Context: an optimization exercise on an open-source flow, tuned for small area. The choices shown serve that exercise and are no tape-out recipe. In this exercise RTL edits were held to simulation tests only and were not proved equivalent to the original.

== the previous run ==
## register_read_stage
module register_read_stage
(
  input  logic              clk,
  input  logic              reset_n,
  input  logic              RegWriteWB,
  input  logic [4:0]        WriteRegWB,
  input  logic [XLEN-1:0]   FinalWriteData,
  input  logic              in_valid,
  input  logic [4:0]        Rn,
  input  logic [4:0]        Rm,
  input  logic [4:0]        Rd,
  input  logic              MemReadID,
  input  logic [CTRL_W-1:0] CtrlID,
  input  logic              flush,
  output logic [XLEN-1:0]   ReadData1EX,
  output logic [XLEN-1:0]   ReadData2EX,
  output logic [4:0]        RnEX,
  output logic [4:0]        RmEX,
  output logic [4:0]        RdEX,
  output logic              MemReadEX,
  output logic [CTRL_W-1:0] CtrlEX,
  output logic              ValidEX,
  output logic              stall
);
Size in the first run: ~6,100 cells after synthesis, about 2,000 flip-flops, about 0.077 sq mm of cells after synthesis.
==> module register_read_stage, before the edit <==
module register_read_stage
(
  input  logic              clk,
  input  logic              reset_n,
  input  logic              RegWriteWB,
  input  logic [4:0]        WriteRegWB,
  input  logic [XLEN-1:0]   FinalWriteData,
  input  logic              in_valid,
  input  logic [4:0]        Rn,
  input  logic [4:0]        Rm,
  input  logic [4:0]        Rd,
  input  logic              MemReadID,
  input  logic [CTRL_W-1:0] CtrlID,
  input  logic              flush,
  output logic [XLEN-1:0]   ReadData1EX,
  output logic [XLEN-1:0]   ReadData2EX,
  output logic [4:0]        RnEX,
  output logic [4:0]        RmEX,
  output logic [4:0]        RdEX,
  output logic              MemReadEX,
  output logic [CTRL_W-1:0] CtrlEX,
  output logic              ValidEX,
  output logic              stall
);
  localparam int NR = NUM_REGS - 1;    
  localparam int NG = NR / 3;          
  logic [XLEN-1:0] regs [NR];
  logic [XLEN-1:0] regs_d [NR];
  logic [NR-1:0]   written;
  logic [NR-1:0]   wsel;
  logic [NR-1:0]   wsel_n;
  logic [NR-1:0]   rsel1;
  logic [NR-1:0]   rsel2;
  always_comb begin
    for (int i = 0; i < NR; i++) begin
      wsel[i]   = RegWriteWB && (WriteRegWB == 5'(i));
      wsel_n[i] = !wsel[i];
      rsel1[i]  = (RnEX == 5'(i)) && written[i];
      rsel2[i]  = (RmEX == 5'(i)) && written[i];
    end
  end
  always_ff @(posedge clk or negedge reset_n) begin
    if (!reset_n) begin
      written <= '0;
    end else begin
      written <= written | wsel;
    end
  end
  for (genvar i = 0; i < NR; i++) begin : g_reg
    for (genvar b = 0; b < XLEN; b++) begin : g_bit
      rf_wbit u_w (
        .s (wsel[i]),
        .sn(wsel_n[i]),
        .d (FinalWriteData[b]),
        .q (regs[i][b]),
        .y (regs_d[i][b])
      );
    end
    always_ff @(posedge clk) begin
      regs[i] <= regs_d[i];
    end
  end
  logic [XLEN-1:0] grp1_n [NG];
  logic [XLEN-1:0] grp2_n [NG];
  for (genvar g = 0; g < NG; g++) begin : g_grp
    for (genvar b = 0; b < XLEN; b++) begin : g_bit
      rf_rsel u_r1 (
        .s0(rsel1[3*g]),   .d0(regs[3*g][b]),
        .s1(rsel1[3*g+1]), .d1(regs[3*g+1][b]),
        .s2(rsel1[3*g+2]), .d2(regs[3*g+2][b]),
        .y_n(grp1_n[g][b])
      );
      rf_rsel u_r2 (
        .s0(rsel2[3*g]),   .d0(regs[3*g][b]),
        .s1(rsel2[3*g+1]), .d1(regs[3*g+1][b]),
        .s2(rsel2[3*g+2]), .d2(regs[3*g+2][b]),
        .y_n(grp2_n[g][b])
      );
    end
  end
  always_comb begin
    ReadData1EX = {XLEN{rsel1[NR-1]}} & regs[NR-1];
    ReadData2EX = {XLEN{rsel2[NR-1]}} & regs[NR-1];
    for (int g = 0; g < NG; g++) begin
      ReadData1EX = ReadData1EX | ~grp1_n[g];
      ReadData2EX = ReadData2EX | ~grp2_n[g];
    end
  end
  logic              load_use;
  logic              live;       
  logic [4:0]        rd_q;
  logic              mem_read_q;
  logic [CTRL_W-1:0] ctrl_q;
  logic              valid_q;
  assign RdEX      = live ? rd_q : ZERO_REG;
  assign MemReadEX = live & mem_read_q;
  assign CtrlEX    = live ? ctrl_q : '0;
  assign ValidEX   = live & valid_q;
  assign load_use = ValidEX && MemReadEX && (RdEX != ZERO_REG) && in_valid &&
                    ((RdEX == Rn) || (RdEX == Rm));
  assign stall = load_use && !flush;
  always_ff @(posedge clk or negedge reset_n) begin
    if (!reset_n) begin
      RnEX <= ZERO_REG;
      RmEX <= ZERO_REG;
      live <= 1'b0;
    end else begin
      RnEX <= Rn;
      RmEX <= Rm;
      live <= !(flush || load_use);
    end
  end
  always_ff @(posedge clk) begin
    rd_q       <= Rd;
    mem_read_q <= MemReadID;
    ctrl_q     <= CtrlID;
    valid_q    <= in_valid;
  end
endmodule
clock: 5.0 ns
lec_check: 0
cap_margin: 20
core_margin: 2
core_utilization: 30
place_density: 0.45
slew_margin: 20
synth_hierarchical: 1
synth_minimum_keep_size: 0
run.sh (not shown) runs the stock make flow with config.mk's settings and CLKGATE_MAP_FILE= SYNTH_SCRIPT=/design/flow/synth_recipe.tcl, a recipe that flattens the netlist after the stock synthesis.
Although it ran to completion, the previous run produced a layout that fails the final checks because of setup timing.
Changes in the current run relative to the previous run:
--- a/flow/design.v
+++ b/flow/design.v
@@ -55,27 +55,33 @@
   localparam int NG = NR / 3;          
   logic [XLEN-1:0] regs [NR];
   logic [XLEN-1:0] regs_d [NR];
   logic [NR-1:0]   written;
   logic [NR-1:0]   wsel;
   logic [NR-1:0]   wsel_n;
-  logic [NR-1:0]   rsel1;
-  logic [NR-1:0]   rsel2;
+  logic [NR-1:0]   written_d;
+  logic [NR-1:0]   rsel1;      
+  logic [NR-1:0]   rsel2;      
   always_comb begin
     for (int i = 0; i < NR; i++) begin
       wsel[i]   = RegWriteWB && (WriteRegWB == 5'(i));
       wsel_n[i] = !wsel[i];
-      rsel1[i]  = (RnEX == 5'(i)) && written[i];
-      rsel2[i]  = (RmEX == 5'(i)) && written[i];
     end
   end
+  assign written_d = written | wsel;
   always_ff @(posedge clk or negedge reset_n) begin
     if (!reset_n) begin
       written <= '0;
+      rsel1   <= '0;
+      rsel2   <= '0;
     end else begin
-      written <= written | wsel;
+      written <= written_d;
+      for (int i = 0; i < NR; i++) begin
+        rsel1[i] <= (Rn == 5'(i)) && written_d[i];
+        rsel2[i] <= (Rm == 5'(i)) && written_d[i];
+      end
     end
   end
   for (genvar i = 0; i < NR; i++) begin : g_reg
     for (genvar b = 0; b < XLEN; b++) begin : g_bit
       rf_wbit u_w (
         .s (wsel[i]),
==> comparison <==
The current run: complete, dirty (setup timing). A launching element of the worst setup path of rsel1[12] is what the current run shows, while RnEX[4] belongs to the previous run. Multi-input gate share of the layout cell area | the current run above the previous run. Cmp the previous run and the current run / instance count on the critical path / lower: the current run. The current run vs the previous run: final cell count down. In the reports for the previous run and the current run, the smaller multi-input combinational cell area belongs to the current run. In the current run, shortest period the worst path allows is lower than in the previous run. Looking at number of sinks driven by the clock tree, the current run sits 62 higher than the previous run does. The previous run → the current run: worst voltage drop across the vdd grid saw an increase, logic depth of the worst register-to-register path saw little to no change, maximum frequency saw an increase.

## re-timing with driven ports
In the flow no input, the clock included, has a driving cell. The finished layouts below were timed again as built, in two steps.
Step 1, drivers: a clkbuf_16 drives clk and a buf_2 each remaining input, both assumed.
Step 2 also shifts input and output timing later by t, the mid clock arrival at the registers, as if the neighbouring blocks saw the same clock.
a / b / c = ideal ports / drivers / drivers and shift; a / b = the first two.
| run | shift t [ns] | setup slack, ns | hold slack, ns | clock arrival spread, ns | worst data-port slew with drivers (ns) |
|---|---|---|---|---|---|
| the previous run | 0.989 | -0.182 / -0.280 / 0.701 | 0.206 / 0.126 / 0.496 | 0.068 / 0.068 | 0.25 |
| the current run | 0.995 | -0.132 / -0.234 / 0.761 | 0.223 / 0.147 / 0.457 | 0.054 / 0.054 | 0.19 |
